This is an optimization exercise on Yosys and OpenROAD, whose aim is small area, not a production implementation.
Only simulation tests tie the RTL to the original design; equivalence was not proved.
Power is estimated from default activity; no workload was simulated.

===== design/flow/constraint.sdc =====
create_clock -name core_clock -period 7.0 [get_ports {clk}]
set_input_delay 1.4000 -clock core_clock [delete_from_list [all_inputs] [get_ports {clk}]]
set_output_delay 1.4000 -clock core_clock [all_outputs]
set_load 0.01 [all_outputs]

===== design/flow/run.sh =====
#!/bin/bash
# synth_recipe.tcl (not shown) runs the flow's synth.tcl, then flattens the netlist and writes it again
# the make line also repeats each setting of config.mk as NAME=value (left out here)
make -C /OpenROAD-flow-scripts/flow DESIGN_CONFIG=/design/flow/config.mk WORK_HOME=/design/flow/orfs CLKGATE_MAP_FILE= SYNTH_SCRIPT=/design/flow/synth_recipe.tcl finish

===== design/flow/config.mk =====
export PLATFORM = sky130hd
export DESIGN_NAME = output_collector
export DESIGN_NICKNAME = output_collector
export VERILOG_FILES = /design/flow/design.v
export SDC_FILE = /design/flow/constraint.sdc
export NUM_CORES = 4
export LEC_CHECK = 0
export CAP_MARGIN = 20
export CORE_MARGIN = 2
export CORE_UTILIZATION = 40
export SLEW_MARGIN = 20

===== design/flow/design.v =====
package output_collector_pkg;
    localparam int LANES       = 3;
    localparam int ACC_WIDTH   = 32;
    localparam int COORD_WIDTH = 32;
    typedef struct packed {
        logic [COORD_WIDTH-1:0]                x;
        logic [COORD_WIDTH-1:0]                y;
        logic [COORD_WIDTH-1:0]                ch;
        logic [LANES-1:0]                      lane_mask;
        logic [LANES-1:0][ACC_WIDTH-1:0]       data;
    } beat_t;
    typedef enum logic [1:0] {
        ST_IDLE = 2'd0,
        ST_EMIT = 2'd1,
        ST_DONE = 2'd2
    } state_t;
endpackage
module sync_fifo #(
    parameter int WIDTH = 8,
    parameter int DEPTH = 8,
    localparam int AW   = $clog2(DEPTH),
    localparam int CW   = AW + 1
) (
    input  logic             clk,
    input  logic             arst_n_in,
    input  logic             push_i,
    input  logic [WIDTH-1:0] wr_data_i,
    input  logic             pop_i,
    output logic [WIDTH-1:0] head_o,
    output logic [WIDTH-1:0] next_o,
    output logic             full_o,
    output logic             empty_o,
    output logic [CW-1:0]    count_o,
    output logic             almost_full_o
);
    logic [WIDTH-1:0] mem [DEPTH];
    logic [AW-1:0]    wr_ptr_q;
    logic [AW-1:0]    rd_ptr_q;
    logic [CW-1:0]    count_q;
    logic             do_push;
    logic             do_pop;
    assign full_o        = (count_q == CW'(DEPTH));
    assign empty_o       = (count_q == '0);
    assign count_o       = count_q;
    assign almost_full_o = (count_q >= CW'(DEPTH - 2));
    assign do_pop  = pop_i && !empty_o;
    assign do_push = push_i && (!full_o || do_pop);
    always_ff @(posedge clk) begin
        if (!arst_n_in) begin
            wr_ptr_q <= '0;
            rd_ptr_q <= '0;
            count_q  <= '0;
        end else begin
            if (do_push) begin
                wr_ptr_q <= wr_ptr_q + AW'(1);
            end
            if (do_pop) begin
                rd_ptr_q <= rd_ptr_q + AW'(1);
            end
            count_q <= count_q + CW'(do_push) - CW'(do_pop);
        end
    end
    always_ff @(posedge clk) begin
        if (do_push) begin
            mem[wr_ptr_q] <= wr_data_i;
        end
    end
    assign head_o = mem[rd_ptr_q];
    assign next_o = mem[rd_ptr_q + AW'(1)];
endmodule
import output_collector_pkg::*;
module output_collector #(
    parameter int FEATURE_MAP_WIDTH  = 4,
    parameter int FEATURE_MAP_HEIGHT = 4,
    parameter int OUTPUT_NB_CHANNELS = 6,
    parameter int OUT_WIDTH          = 16,
    parameter int FIFO_DEPTH         = 8
) (
    input  logic                       clk,
    input  logic                       arst_n_in,
    input  logic                       output_valid,
    input  logic [31:0]                output_x,
    input  logic [31:0]                output_y,
    input  logic [31:0]                output_ch,
    input  logic [LANES*ACC_WIDTH-1:0] ods_data,
    output logic                       almost_full,
    output logic                       overflow,
    output logic                       host_valid,
    input  logic                       host_ready,
    output logic [OUT_WIDTH-1:0]       host_data,
    output logic [31:0]                host_x,
    output logic [31:0]                host_y,
    output logic [31:0]                host_ch,
    output logic                       frame_done
);
    localparam int          CW          = $clog2(FIFO_DEPTH) + 1;
    localparam logic [31:0] FRAME_WORDS =
        32'(FEATURE_MAP_WIDTH * FEATURE_MAP_HEIGHT * OUTPUT_NB_CHANNELS);
    output_collector_pkg::beat_t         in_beat;
    output_collector_pkg::beat_t         head_beat;
    output_collector_pkg::beat_t         next_beat;
    output_collector_pkg::beat_t         pop_src;
    output_collector_pkg::beat_t         load_beat;
    logic          push_req;
    logic          fifo_pop;
    logic          fifo_full;
    logic          fifo_empty;
    logic          fifo_almost_full;
    logic [CW-1:0] fifo_count;
    output_collector_pkg::state_t state_q, state_d;
    logic [1:0]            lane_q, lane_d;
    logic [31:0]           word_cnt_q, word_cnt_d;
    logic                  mid_frame_q, mid_frame_d;
    logic                  host_valid_q, host_valid_d;
    logic [OUT_WIDTH-1:0]  host_data_q, host_data_d;
    logic [31:0]           host_x_q, host_x_d;
    logic [31:0]           host_y_q, host_y_d;
    logic [31:0]           host_ch_q, host_ch_d;
    logic                  frame_done_q, frame_done_d;
    logic                  overflow_q, overflow_d;
    logic                  load_en;
    logic [1:0]            load_lane;
    logic [1:0]            nxt_lane;
    logic                  frame_end;
    function automatic logic [ACC_WIDTH-1:0] sat_to_out(input logic [ACC_WIDTH-1:0] value,
                                                        input int out_width);
        logic signed [ACC_WIDTH-1:0] v;
        logic signed [ACC_WIDTH-1:0] max_v;
        logic signed [ACC_WIDTH-1:0] min_v;
        v     = $signed(value);
        max_v = $signed((ACC_WIDTH'(1) << (out_width - 1)) - ACC_WIDTH'(1));
        min_v = ~max_v;   
        if (v > max_v) begin
            sat_to_out = max_v;
        end else if (v < min_v) begin
            sat_to_out = min_v;
        end else begin
            sat_to_out = v;
        end
    endfunction
    function automatic logic [1:0] first_lane(input logic [LANES-1:0] mask);
        logic [1:0] lane;
        lane = '0;
        for (int k = LANES - 1; k >= 0; k--) begin
            if (mask[k]) begin
                lane = 2'(k);
            end
        end
        first_lane = lane;
    endfunction
    function automatic logic [1:0] next_lane(input logic [LANES-1:0] mask,
                                             input logic [1:0]       cur);
        logic [1:0] lane;
        lane = cur;
        for (int k = LANES - 1; k >= 0; k--) begin
            if (mask[k] && (k > $unsigned(cur))) begin
                lane = 2'(k);
            end
        end
        next_lane = lane;
    endfunction
    function automatic logic is_last_lane(input logic [LANES-1:0] mask,
                                          input logic [1:0]       cur);
        is_last_lane = (next_lane(mask, cur) == cur);
    endfunction
    function automatic logic [OUT_WIDTH-1:0] lane_word(input output_collector_pkg::beat_t b, input logic [1:0] lane);
        logic [ACC_WIDTH-1:0] sat;
        sat = sat_to_out(b.data[lane], OUT_WIDTH);
        lane_word = sat[OUT_WIDTH-1:0];
    endfunction
    always_comb begin
        in_beat.x         = output_x;
        in_beat.y         = output_y;
        in_beat.ch        = output_ch;
        in_beat.data      = ods_data;
        in_beat.lane_mask = '0;
        for (int k = 0; k < LANES; k++) begin
            in_beat.lane_mask[k] = (({1'b0, output_ch} + 33'(k)) < 33'(OUTPUT_NB_CHANNELS));
        end
    end
    assign push_req   = output_valid && (in_beat.lane_mask != '0);
    assign overflow_d = overflow_q | (push_req && fifo_full && !fifo_pop);
    sync_fifo #(
        .WIDTH ($bits(in_beat)),
        .DEPTH (FIFO_DEPTH)
    ) u_fifo (
        .clk           (clk),
        .arst_n_in     (arst_n_in),
        .push_i        (push_req),
        .wr_data_i     (in_beat),
        .pop_i         (fifo_pop),
        .head_o        (head_beat),
        .next_o        (next_beat),
        .full_o        (fifo_full),
        .empty_o       (fifo_empty),
        .count_o       (fifo_count),
        .almost_full_o (fifo_almost_full)
    );
    always_comb begin
        state_d      = state_q;
        lane_d       = lane_q;
        word_cnt_d   = word_cnt_q;
        mid_frame_d  = mid_frame_q;
        host_valid_d = host_valid_q;
        host_data_d  = host_data_q;
        host_x_d     = host_x_q;
        host_y_d     = host_y_q;
        host_ch_d    = host_ch_q;
        frame_done_d = 1'b0;
        fifo_pop     = 1'b0;
        load_en      = 1'b0;
        load_beat    = head_beat;
        load_lane    = lane_q;
        nxt_lane     = next_lane(head_beat.lane_mask, lane_q);
        frame_end    = (word_cnt_q == FRAME_WORDS - 32'd1);
        pop_src      = (fifo_count > CW'(1)) ? next_beat : in_beat;
        case (state_q)
            ST_IDLE: begin
                if (!fifo_empty) begin
                    load_en   = 1'b1;
                    load_lane = first_lane(head_beat.lane_mask);
                    state_d   = ST_EMIT;
                end
            end
            ST_EMIT: begin
                if (host_ready) begin
                    word_cnt_d = word_cnt_q + 32'd1;
                    if (is_last_lane(head_beat.lane_mask, lane_q)) begin
                        fifo_pop = 1'b1;
                        if (frame_end) begin
                            state_d      = ST_DONE;
                            mid_frame_d  = 1'b0;
                            host_valid_d = 1'b0;
                            frame_done_d = 1'b1;
                        end else if ((fifo_count > CW'(1)) || push_req) begin
                            load_en   = 1'b1;
                            load_beat = pop_src;
                            load_lane = first_lane(pop_src.lane_mask);
                        end else begin
                            state_d      = ST_IDLE;
                            host_valid_d = 1'b0;
                        end
                    end else if (frame_end) begin
                        state_d      = ST_DONE;
                        mid_frame_d  = 1'b1;
                        lane_d       = nxt_lane;
                        host_valid_d = 1'b0;
                        frame_done_d = 1'b1;
                    end else begin
                        load_en   = 1'b1;
                        load_lane = nxt_lane;
                    end
                end
            end
            ST_DONE: begin
                word_cnt_d  = '0;
                mid_frame_d = 1'b0;
                if (mid_frame_q) begin
                    load_en = 1'b1;
                    state_d = ST_EMIT;
                end else if (!fifo_empty) begin
                    load_en   = 1'b1;
                    load_lane = first_lane(head_beat.lane_mask);
                    state_d   = ST_EMIT;
                end else begin
                    state_d = ST_IDLE;
                end
            end
            default: begin
                state_d = ST_IDLE;
            end
        endcase
        if (load_en) begin
            lane_d       = load_lane;
            host_valid_d = 1'b1;
            host_data_d  = lane_word(load_beat, load_lane);
            host_x_d     = load_beat.x;
            host_y_d     = load_beat.y;
            host_ch_d    = load_beat.ch + 32'(load_lane);
        end
    end
    always_ff @(posedge clk) begin
        if (!arst_n_in) begin
            state_q      <= ST_IDLE;
            lane_q       <= '0;
            word_cnt_q   <= '0;
            mid_frame_q  <= 1'b0;
            host_valid_q <= 1'b0;
            host_data_q  <= '0;
            host_x_q     <= '0;
            host_y_q     <= '0;
            host_ch_q    <= '0;
            frame_done_q <= 1'b0;
            overflow_q   <= 1'b0;
        end else begin
            state_q      <= state_d;
            lane_q       <= lane_d;
            word_cnt_q   <= word_cnt_d;
            mid_frame_q  <= mid_frame_d;
            host_valid_q <= host_valid_d;
            host_data_q  <= host_data_d;
            host_x_q     <= host_x_d;
            host_y_q     <= host_y_d;
            host_ch_q    <= host_ch_d;
            frame_done_q <= frame_done_d;
            overflow_q   <= overflow_d;
        end
    end
    assign almost_full = fifo_almost_full;
    assign overflow    = overflow_q;
    assign host_valid  = host_valid_q;
    assign host_data   = host_data_q;
    assign host_x      = host_x_q;
    assign host_y      = host_y_q;
    assign host_ch     = host_ch_q;
    assign frame_done  = frame_done_q;
endmodule

==> run notes <==
==> power groups by stage <==
stage                     Combinational, mW  Sequential [mW]  Clock, mW
after CTS                             0.380             11.2       9.96
after global routing                  0.411             11.2       10.3
after floorplan                      0.0693             11.4          0
after global placement                0.371             11.4          0
final                                 0.380             11.2       9.71
after detailed placement              0.380             11.4          0
==> Yosys cell counts, types with 30 or more instances <==
cell type	instances
buf_2	103
mux4_2	780
o21ai_0	79
nand3_1	67
nor4_1	30
edfxtp_1	1560
nand4_1	31
buf_1	60
a211oi_1	290
dfxtp_1	165
nor2_1	363
a21oi_1	199
clkbuf_1	197
nand2_1	118
xor2_1	36
mux2_2	50
mux2i_1	369
==> final cells by class <==
type                       count  share of cell area
antenna                       15            0.000388
clock buffer                 241              0.0516
clock inverter               112              0.0111
inverter                      29             0.00115
multi-input combinational   2750               0.322
sequential                  1725               0.518
tap                         2704              0.0350
timing repair buffer         561              0.0601
==> per-stage QoR <==
stage	setup TNS [ns]	total power, mW	hold slack [ns]	worst slack (ns)
final	0	21.3	0.453	0.933
after global routing	0	22.0	0.493	0.650
after CTS	0	21.5	0.452	0.981
after detailed placement	0	11.8	0.445	0.0844
after global placement	0	11.8	0.447	0.116
after floorplan	-2432.99	11.5	0.454	-2.20
==> flip-flops by register name (all words and copies together), names as in the netlist, named ones only <==
register / count
overflow_q: 1
host_ch_q: 32
frame_done_q: 1
host_x_q: 32
u_fifo.count_q: 4
state_q: 2
lane_q: 2
host_data_q: 16
u_fifo.wr_ptr_q: 3
u_fifo.mem: 1560
word_cnt_q: 32
host_y_q: 32
mid_frame_q: 1
u_fifo.rd_ptr_q: 3
host_valid_q: 1
==> critical path, stage by stage <==
cell and delay [ns]:
clkdlybuf4s50_1 0.80, ha_4 0.24, nand4_1 0.21, nor3_4 0.39
a22oi_1 0.10, or4_1 0.51, nor4_2 0.32, and4_4 0.35
a21oi_4 0.10, buf_4 0.17, nand2_1 0.05, o21ai_0 0.11
ha_1 0.30, a21oi_1 0.14, a211oi_2 0.21, and3_1 0.53
nand2_1 0.21, or3_1 0.40, a311oi_1 0.25
==> routing by layer <==
layer | track usage | share of wire
met1 | 0.294 | 0.41
met4 | 0.0580 | 0.024
met5 | 0 | 0.00098
met3 | 0.0406 | 0.069
met2 | 0.362 | 0.49
==> final timing paths <==
kind / startpoint / cells past startpoint / end
worst min-delay path: host_ch_q[0]$_SDFFE_PN0P_ / 2 / host_ch_q[0]$_SDFFE_PN0P_
worst max-delay path: output_ch[0] / 19 / host_ch_q[21]$_SDFFE_PN0P_
worst max register to register: register / 14 / host_ch_q[21]$_SDFFE_PN0P_
worst min register to register: host_ch_q[0]$_SDFFE_PN0P_ / 2 / host_ch_q[0]$_SDFFE_PN0P_
==> logic make-up after synthesis <==
kind of cell | synth area share
AOI/OAI and AO/OA | 0.0582
muxes | 0.263
adders and majority gates | 0.00244
xor gates and xnor gates | 0.00570
and+or+nand+nor | 0.0431
DFF | 0.604
buffers and inverters | 0.0228
==> metrics.md <==
| Metric | Value |
|---|---|
| Global-route congestion overflow total | `0` |
| Fin cells | `8137` |
| Ys Warns | `2` |
| Fmax | `165 MHz` |
| Switch share | `0.208` |
| CTS tree | `built` |
| Commonest cells after routing, fill and taps aside | `edfxtp_1, mux4_2, mux2i_1, nor2_1, clkdlybuf4s50_1` |
| Iter 0 DRT Violations | `4515` |
| Reg2Reg Setup Slack | `1.54 ns` |
| Aggregate routed wire length | `232 mm` |
| Final Setup Violations | `0` |
| Final instance area | `0.0967 sq mm` |
| Required time worst endpoint | `7.75 ns` |
| Final Skew | `0.0280 ns` |
| Final Hold Fails | `0` |
| Max-Slew Margin vs Limit | `0.304` |
| Clock share of power | `0.456` |
| Max-Cap Viols | `0` |
| Clock slew at reported path FFs | `0.06 ns` |
| Outcome | `complete, no violations` |
| Area grow syn2layout | `16.6%` |
| Switching power | `4.43 mW` |
| First-pass GRT wire length | `341 mm` |
| Max VDD drop | `0.253 mV` |
| Crit Path Max Fanout | `12` |
| Yosys reg bits | `1725` |
| Slew @ Worst Pin | `1.04 ns` |
| CP Class | `input port to register` |
| Die W | `459 um` |
| CTS-repair resized insts | `0` |
| Avg Cell Area, Syn | `16.9 sq um` |
| Pin count of the biggest net entering global routing | `150` |
| Tmin final | `6.07 ns` |
| Worst skew pair latency | `0.85 ns` |
| Top cell type's share of synthesized area | `0.565` |
| Yosys cell types | `84` |
| Global Route Usage Sum | `0.218` |
| Hold WC Path Type | `register to register` |
| Hpwl dp | `138 mm` |
| IO Count | `312` |
| Async SR Flop Fraction | `0` |
| Leakage power figure | `28.1 nW` |
| Starting density of the core | `0.401` |
| # DRC | `0` |
| Synth top area cells | `edfxtp_1, mux4_2, mux2i_1` |
| Int Power | `16.9 mW` |
| Post-Syn Area | `0.0830 sq mm` |
| Via density | `6.11` |
| CTS Buf Count | `188` |
| Logic pwr share | `0.018` |
| H-tree levels | `4` |
| RSZ-0062 raised after global routing | `no` |
| Fraction of layout cells with a size suffix above 1 | `0.267` |
| Post-synth EDFFs | `1560` |
| Area after DPL | `0.0906 sq mm` |
| Routability cong. | `0.883` |
| Mapped Nets | `5111` |
| CP arrival | `6.82 ns` |
| Most common cell after layout, fill and taps aside | `edfxtp_1` |
| Multi-input gate area | `0.0312 sq mm` |
| Vias | `49757` |
| WL/cell | `28.5 um` |
| Dpl cells | `7769` |
| Core Util, Final | `0.468` |
| Period utilization | `0.867` |
| Reg area | `0.0502 sq mm` |
| Core Area | `0.207 sq mm` |
| Gate Count Post-Synth | `4900` |
| Antenna violations before repair | `36` |
| Die area | `0.211 sq mm` |
| Bufs on Longest Clock Path | `3` |
| CTS sink count | `1725` |
| Vias in the first global route | `50625` |
| Worst setup SP type | `input port` |
| Clock Tree Root | `clkbuf_16` |
| Part of the Yosys area used for sequential elements | `0.604` |
| Nets | `5466` |
| # hold bufs at CTS | `0` |
| Synth area leader | `edfxtp_1` |
| 1st-pass router iterations | `6` |
| Power Density | `220 mW/mm^2` |
| Most used DFF post-synth | `edfxtp_1` |
| Crit. End Element | `register` |
| Port buffer count | `311` |
| Antenna viol nets, final | `0` |
| Slew Viols, Final | `0` |
| Postcts setup bufs | `0` |
| Flop pwr share | `0.526` |
| Vert. Die Dim | `459 um` |
| Fill cell total of the finished layout | `17394` |
| Num rows | `167` |

[what the ideal ports hide]
The results above use ideal ports. As a check the final layout listed here was re-extracted and re-timed, cells and wires unchanged.
Step 1, drivers: a clkbuf_16 drives clk and a buf_2 each remaining input, both assumed.
Step 2 adds t to the input delays and takes it off the output delays; t is the mean of the earliest and latest rising clock arrival at the registers after step 1. Input paths then give back, and output paths get back, about the clock's delay inside the block.
a / b / c = ideal ports / drivers / drivers and shift; a / b = the first two.
t (ns): 0.920
setup slack, ns: 0.933 / 0.999 / 0.078
latest minus earliest clock arrival (ns): 0.039 / 0.039
worst data-port slew with drivers (ns): 0.17
After both steps this run still meets setup and hold. The setup slack of this run moves by +0.066 ns with the drivers and by -0.855 ns with both steps.
